Context: an optimization exercise on an open-source flow, tuned for small area, a short achievable clock period and few clock cycles per item. The choices shown serve that exercise and are no tape-out recipe. No functional check of the RTL was part of this run. Power and IR drop assume default switching activity.

--- flow/config.mk ---
export PLATFORM = sky130hd
export DESIGN_NAME = echo_median_distance_filter_unit
export DESIGN_NICKNAME = echo_median_distance_filter_unit
export VERILOG_FILES = /design/flow/design.v
export SDC_FILE = /design/flow/constraint.sdc
export NUM_CORES = 4
export LEC_CHECK = 0
export CAP_MARGIN = 20
export CORE_MARGIN = 2
export CORE_UTILIZATION = 40
export SLEW_MARGIN = 20
--- flow/constraint.sdc ---
create_clock -name core_clock -period 7.0 [get_ports {clk}]
set_input_delay 1.4000 -clock core_clock [delete_from_list [all_inputs] [get_ports {clk}]]
set_output_delay 1.4000 -clock core_clock [all_outputs]
set_load 0.01 [all_outputs]
--- flow/design.v ---
package emdf_pkg;
  localparam int DUR_W      = 16;
  localparam int SPEED_W    = 12;
  localparam int DIST_W     = 20;
  localparam int COUNT_W    = 3;
  localparam int PROD_W     = DUR_W + SPEED_W;
  localparam int PROD_SHIFT = 8;
  localparam int CFG_IDX_W  = 1;
  localparam logic [SPEED_W-1:0] HALF_SPEED_RESET = 12'd1124;
  localparam logic [DIST_W-1:0]  MIN_DIST_RESET   = 20'd1536;
  localparam logic [DUR_W-1:0]   LIMIT_RESET      = 16'd349;
  localparam logic [CFG_IDX_W-1:0] REG_HALF_SPEED = 1'b0;
  localparam logic [CFG_IDX_W-1:0] REG_MIN_DIST   = 1'b1;
  typedef logic [DIST_W-1:0] dist_t;
  typedef logic [DUR_W-1:0]  dur_t;
endpackage
import emdf_pkg::*;
module emdf_cell (
  input  logic [SPEED_W-1:0] speed,
  input  logic [11:0]        a,
  input  logic [15:0]        d,
  input  logic [12:0]        r2,
  output logic [11:0]        mul_a,
  output logic [15:0]        mul_d,
  output logic [11:0]        div_a,
  output logic               div_q
);
  logic [15:0] sum;
  logic [13:0] diff;
  assign sum   = 16'(a) + 16'(speed) * 16'(d[3:0]);
  assign mul_a = sum[15:4];
  assign mul_d = {sum[3:0], d[15:4]};
  assign diff  = {1'b0, r2} - {2'b00, speed};
  assign div_q = !diff[13];
  assign div_a = div_q ? diff[11:0] : r2[11:0];
endmodule
import emdf_pkg::*;
module emdf_chain (
  input  logic                clk,
  input  logic                acc,
  input  logic [2:0]          pos,
  input  emdf_pkg::dur_t      x,
  output emdf_pkg::dur_t      t0,
  output emdf_pkg::dur_t      t1,
  output emdf_pkg::dur_t      t2
);
  logic c0, c1, c2;
  assign c0 = (pos == 3'd0) || (x > t0);
  assign c1 = (pos <= 3'd1) || (x > t1);
  assign c2 = (pos <= 3'd2) || (x > t2);
  always_ff @(posedge clk) begin
    if (acc) begin
      if (c0) t0 <= x;
      if (c0)      t1 <= t0;
      else if (c1) t1 <= x;
      if (c1)      t2 <= t1;
      else if (c2) t2 <= x;
    end
  end
endmodule
import emdf_pkg::*;
module echo_median_distance_filter_unit #(
  parameter int WINDOW = 5
) (
  input  logic                 clk,
  input  logic                 rst,
  input  logic                 in_valid,
  output logic                 in_stall,
  input  logic [DUR_W-1:0]     echo_duration_us,
  output logic                 out_valid,
  input  logic                 out_stall,
  output logic [DIST_W-1:0]    distance_q8,
  output logic                 found,
  output logic [COUNT_W-1:0]   kept_count,
  input  logic                 cfg_valid,
  output logic                 cfg_ready,
  input  logic [CFG_IDX_W-1:0] cfg_index,
  input  logic [31:0]          cfg_data
);
  logic [SPEED_W-1:0] speed;
  logic [DIST_W-1:0]  min_m1;
  logic               min_zero;
  logic [DIST_W:0]    cfg_min_m1;
  emdf_pkg::dur_t     limit;
  logic [4:0]         div_cnt;
  logic               div_first;
  logic               div_sat;
  logic [12:0]        div_r2;
  logic [11:0]        div_a;
  logic               div_q;
  logic               in_acc;
  logic [2:0]         pos;
  logic [2:0]         kept;
  logic               keep;
  logic               pending;
  emdf_pkg::dur_t     t0, t1, t2;
  emdf_pkg::dur_t     median;
  logic               load;
  logic [1:0]         mul_cnt;
  logic [11:0]        acc_a;
  logic [15:0]        acc_d;
  logic [11:0]        step_a_in;
  logic [15:0]        step_d_in;
  logic [11:0]        mul_a;
  logic [15:0]        mul_d;
  logic [2:0]         res_count;
  assign cfg_ready = 1'b1;
  assign in_stall  = (div_cnt != 5'd0) || (pending && (out_valid || (mul_cnt != 2'd0)));
  assign in_acc    = in_valid && !in_stall;
  assign cfg_min_m1 = {1'b0, cfg_data[DIST_W-1:0]} - 21'd1;
  always_ff @(posedge clk) begin
    if (rst) begin
      speed    <= HALF_SPEED_RESET;
      min_m1   <= MIN_DIST_RESET - 20'd1;
      min_zero <= 1'b0;
    end else if (cfg_valid) begin
      case (cfg_index)
        REG_HALF_SPEED: speed <= cfg_data[SPEED_W-1:0];
        REG_MIN_DIST: begin
          min_m1   <= cfg_min_m1[DIST_W-1:0];
          min_zero <= cfg_min_m1[DIST_W];
        end
        default: ;
      endcase
    end
  end
  assign div_first = (div_cnt == 5'd17);
  assign div_r2    = div_first ? {1'b0, min_m1[19:8]} : {acc_a, limit[15]};
  always_ff @(posedge clk) begin
    if (rst) begin
      div_cnt <= 5'd0;
    end else if (cfg_valid) begin
      div_cnt <= 5'd17;
    end else if (div_cnt != 5'd0) begin
      div_cnt <= div_cnt - 5'd1;
    end
  end
  always_ff @(posedge clk) begin
    if (rst) begin
      limit <= LIMIT_RESET;
    end else if (div_cnt != 5'd0) begin
      if (div_first) begin
        limit   <= {min_m1[7:0], 8'hFF};
        div_sat <= div_q;
      end else begin
        limit <= {limit[14:0], (div_q || div_sat) && !min_zero};
      end
    end
  end
  assign keep = (echo_duration_us > limit);
  always_ff @(posedge clk) begin
    if (rst) begin
      pos     <= 3'd0;
      pending <= 1'b0;
    end else begin
      if (load) pending <= 1'b0;
      if (in_acc) begin
        if (pos == 3'(WINDOW - 1)) begin
          pos     <= 3'd0;
          pending <= 1'b1;
        end else begin
          pos <= pos + 3'd1;
        end
      end
    end
  end
  always_ff @(posedge clk) begin
    if (in_acc) kept <= ((pos == 3'd0) ? 3'd0 : kept) + 3'(keep);
  end
  emdf_chain u_chain (
    .clk (clk),
    .acc (in_acc),
    .pos (pos),
    .x   (echo_duration_us),
    .t0  (t0),
    .t1  (t1),
    .t2  (t2)
  );
  always_comb begin
    case (kept)
      3'd0:         median = '0;
      3'd1, 3'd2:   median = t0;
      3'd3, 3'd4:   median = t1;
      default:      median = t2;
    endcase
  end
  assign load      = pending && (mul_cnt == 2'd0) && (!out_valid || !out_stall);
  assign step_a_in = load ? 12'd0 : acc_a;
  assign step_d_in = load ? median : acc_d;
  emdf_cell u_arith (
    .speed (speed),
    .a     (step_a_in),
    .d     (step_d_in),
    .r2    (div_r2),
    .mul_a (mul_a),
    .mul_d (mul_d),
    .div_a (div_a),
    .div_q (div_q)
  );
  always_ff @(posedge clk) begin
    if (rst) begin
      mul_cnt <= 2'd0;
    end else if (load) begin
      mul_cnt <= 2'd3;
    end else if (mul_cnt != 2'd0) begin
      mul_cnt <= mul_cnt - 2'd1;
    end
  end
  always_ff @(posedge clk) begin
    if (load || (mul_cnt != 2'd0)) begin
      acc_a <= mul_a;
      acc_d <= mul_d;
    end else if (div_cnt != 5'd0) begin
      acc_a <= div_a;
    end
  end
  always_ff @(posedge clk) begin
    if (load) res_count <= kept;
  end
  always_ff @(posedge clk) begin
    if (rst) begin
      out_valid <= 1'b0;
    end else if (mul_cnt == 2'd1) begin
      out_valid <= 1'b1;
    end else if (!out_stall) begin
      out_valid <= 1'b0;
    end
  end
  assign distance_q8 = {acc_a, acc_d[15:8]};
  assign kept_count  = res_count;
  assign found       = (res_count != 3'd0);
endmodule
--- flow/run.sh ---
#!/bin/bash
# synth_recipe.tcl (not shown) runs the flow's synth.tcl, then flattens the netlist and writes it again
# the make line also repeats each setting of config.mk as NAME=value (left out here)
make -C /OpenROAD-flow-scripts/flow DESIGN_CONFIG=/design/flow/config.mk WORK_HOME=/design/flow/orfs CLKGATE_MAP_FILE= SYNTH_SCRIPT=/design/flow/synth_recipe.tcl finish
==> flow_summary_export.csv <==
group,metric,value,unit
synthesis,syn_area,0.0108,sq mm
critical_path,worst-path-buf-inv,5,
critical_path,critPathRequiredTime,7.19,ns
synthesis,synthDominantCellAreaShare,23.1,%
placement,io_buffers,67,
global_routing,antenna_found_initial,0,
detailed_routing,routedWlPerCell,18.0,um
detailed_routing,wl,28300,um
clock_tree,post_cts_buffers,0,
timing,post-route-period-util,90.5,%
synthesis,ys_ff_latch,144,
detailed_routing,drt_iter0_drc,527,
placement,dpl.hpwl,21400,um
timing,rsz0062_at_grt,"false",
global_routing,grt.total_usage,20.6,%
floorplan,num_io_pins,81,
critical_path,arrival,6.53,ns
clock_tree,path_clk_slew,0.07,ns
synthesis,synth_commonest_cells,"inv_1, ha_1, nand2_1",
floorplan,rows,60,
floorplan,start_util,40.3,%
critical_path,cp_top_family,"adder cells",
clock_tree,post_cts_resized,0,
detailed_routing,drc,0,
synthesis,ys_types,72,
power_and_ir_drop,p_sw_share,42.2,%
clock_tree,cts_hold_buf,0,
synthesis,synth_most_common_cell,"inv_1",
final_layout,area_growth,14.7,%
floorplan,core_area,0.0267,sq mm
power_and_ir_drop,p_int,2.83,mW
clock_tree,cts_tree,"built",
clock_tree,clock_sinks,144,
detailed_routing,viasPerCell,5.46,
synthesis,yosysTopAreaCell,"edfxtp_1",
global_routing,grt_max_degree,38,
critical_path,cp_common_cell,"fa_1",
global_routing,grt_pass1_vias,8509,
clock_tree,cts-root-buf,"clkbuf_16",
detailed_routing,vias,8566,
critical_path,startpoint_type,"primary input",
floorplan,die_w,168,um
critical_path,worst_path_max_delay_cell,"clkdlybuf4s50_1",
synthesis,synth.avg_cell_area,9.28,sq um
synthesis,yosys_warnings,2,
job,cap_viol_max_count,0,
final_layout,diodes,0,
placement,gp_congestion,0.890,
synthesis,synthCells,1160,
critical_path,critPathMaxStageDelay,0.55,ns
global_routing,grt_pass1_wl,45400,um
clock_tree,clk_latency,0.43,ns
critical_path,path_cells,"clkdlybuf4s50_1 -> nand2_1 -> nand3_1 -> buf_12 -> nor2_1 -> a21oi_1 -> buf_4 -> nor2_1 -> fa_1 -> fa_1 -> inv_1 -> fa_1 -> inv_1 -> ha_1 -> nor3_1 -> nand2_1 -> o21ai_0 -> o21ai_0 -> a31oi_1 -> xnor2_1 -> a221o_1",
power_and_ir_drop,peakVddDrop,320,uV
floorplan,die-area,0.0283,sq mm
power_and_ir_drop,p_leak,5.21,nW
timing,period_needed,6.34,ns
clock_tree,cts_htree_levels,4,
timing,worst_pin_slew,1.09,ns
detailed_routing,first_pass_iters,5,
timing,setup_slack,0.662,ns
timing,max_freq,0.158,GHz
min_path,worstHoldPathType,"reg2reg",
run_status,outcome,"complete, no violations",
critical_path,cp-end-kind,"flip-flop",
detailed_routing,ant_nets,0,
power_and_ir_drop,powerDensity,397,mW/mm^2
power_and_ir_drop,clkPwrFrac,18.4,%
clock_tree,clockBufferDepth,2,
synthesis,ys_async_sr_fraction,0,%
timing,finClkSkew,0.0151,ns
synthesis,synth_area_leaders,"edfxtp_1, ha_1, dfxtp_1",
floorplan,die_h,168,um
timing,fin_setup_tns,0,ns
placement,dp_slack,0.262,ns
final_layout,num-fill-cells,2594,
final_layout,nets,1411,
final_layout,drive_above_1_share,9.21,%
timing,slew_headroom,27.4,%
timing,hold_violations,0,
final_layout,fin_util,46.2,%
clock_tree,numCtsBuffers,17,
timing,drv_slew,0,
power_and_ir_drop,pwr-share-seq,26.1,%
power_and_ir_drop,power.switching,2.07,mW
power_and_ir_drop,comb_power_share,55.6,%
synthesis,yosysSeqAreaShare,34.5,%
critical_path,cp_max_fo,33,
synthesis,synth_edf_count,83,
timing,setup_viol,0,
critical_path,path_class,"in2reg",
synthesis,synthFlopType,"edfxtp_1",
synthesis,syn_nets,1357,
global_routing,overflow,0,
timing,whs,0.474,ns
-- kinds of logic after synthesis --
| kind of cell | synth area share [%] |
|---|---|
| AO/OA/AOI/OAI | 15.7 |
| XOR/XNOR | 2.85 |
| adder cells (fa/ha/maj) | 18.8 |
| buffers and inverters | 6.89 |
| flip-flops | 34.5 |
| multiplexers | 6.16 |
| other | 0.0348 |
| AND/OR/NAND/NOR | 15.0 |
-- metal layers --
layer	part of all wire (%)	vias to the layer above	GRT usage [%]
met5	0	-	0
met3	3.7	53	2.89
li1	-	4221	-
met4	3.8	0	8.70
met1	46	4115	27.0
met2	47	177	34.3
-- registers in the layout, indices dropped and copies added (netlist names) --
signal      cells
div_cnt         5
min_zero        1
mul_cnt         2
div_sat         1
out_valid       1
speed          12
pos             3
limit          16
kept            3
res_count       3
u_chain.t0     16
min_m1         20
u_chain.t2     16
acc_a          12
acc_d          16
pending         1
u_chain.t1     16
-- per-stage QoR --
step / std cells / area, sq um / power, mW
after CTS: 1568 / 12400 / 4.93
after global routing: 1568 / 12400 / 5.36
after detailed placement: 1536 / 11800 / 4.01
final: 1568 / 12400 / 4.90
after global placement: 1536 / 11800 / 3.96
after floorplan: 1160 / 10800 / 3.25
-- layout make-up --
| class | instances | area, sq um | area share, % |
|---|---|---|---|
| multi-input combinational | 835 | 6320 | 51.1 |
| clock inverter | 15 | 149 | 1.21 |
| tap | 341 | 427 | 3.45 |
| timing repair buffer | 89 | 848 | 6.87 |
| sequential | 144 | 3710 | 30.1 |
| inverter | 127 | 477 | 3.86 |
| clock buffer | 17 | 425 | 3.44 |
-- power groups by stage --
stage	logic (mW)	clock network (mW)	registers [mW]
after floorplan	1.99	0	1.26
after global placement	2.66	0	1.30
after detailed placement	2.71	0	1.30
after CTS	2.73	0.913	1.28
after global routing	3.12	0.945	1.30
final	2.72	0.900	1.28
-- worst min-delay path: cells and delay by family (launching register included) --
| kind | cells | cell delay, ns |
|---|---|---|
| AO/OA/AOI/OAI | 1 | 0.05 |
| flip-flops | 1 | 0.32 |
| AND/OR/NAND/NOR | 1 | 0.06 |
-- placed cells by master (no fill, tap or decap), types with 6 or more instances in the layout --
cell type        instances
clkbuf_16               17
dfxtp_1                 61
fa_1                    32
nand2_1                101
inv_1                  126
xnor2_1                 22
a21o_1                  15
xor2_1                  13
buf_4                   21
mux2_2                  42
nor2_1                  98
a22oi_1                 13
a21oi_1                 64
a221oi_1                15
a311oi_1                 7
nand3_1                 14
o211ai_1                21
nand2b_1                11
ha_1                   111
nand4_1                 17
o21a_1                   8
edfxtp_1                83
nor3_1                  21
o21ai_0                 62
nor2b_1                 19
mux2i_1                 19
clkdlybuf4s50_1         67
o31ai_1                  6
and2_1                  19
a211oi_1                20
-- worst paths after layout --
kind / start / endpoint / slack (ns) / depth (start not counted)
setup reg to reg: kept[1] / acc_a[8] / 0.87 / 22
hold reg to reg: speed[7] / speed[7] / 0.47 / 2
setup / recovery: out_stall / acc_a[8] / 0.66 / 21
hold / removal: speed[7] / speed[7] / 0.47 / 2

separate check: timing with driven ports:
The results above use ideal ports. As a check the final layout listed here was re-extracted and re-timed, cells and wires unchanged. Step 1: set_driving_cell puts a clkbuf_16 on clk and a buf_2 on each other input, an assumption about the parent block. Step 2, shift: input delay + t, output delay - t, t = (earliest + latest rising clock arrival at the registers) / 2. This alone moves slack from input paths to output paths. Slacks: ideal / step 1 / step 2; pairs: ideal / step 1.
t (ns): 0.475
slack for setup (ns): 0.662 / 0.684 / 0.210
hold WS [ns]: 0.474 / 0.474 / 0.474
slew at the worst register clock pin (ns): 0.07 / 0.07
worst data-port slew with drivers (ns): 0.04
After both steps this run still meets setup and hold. The setup slack of this run moves by +0.022 ns with the drivers and by -0.452 ns with both steps.
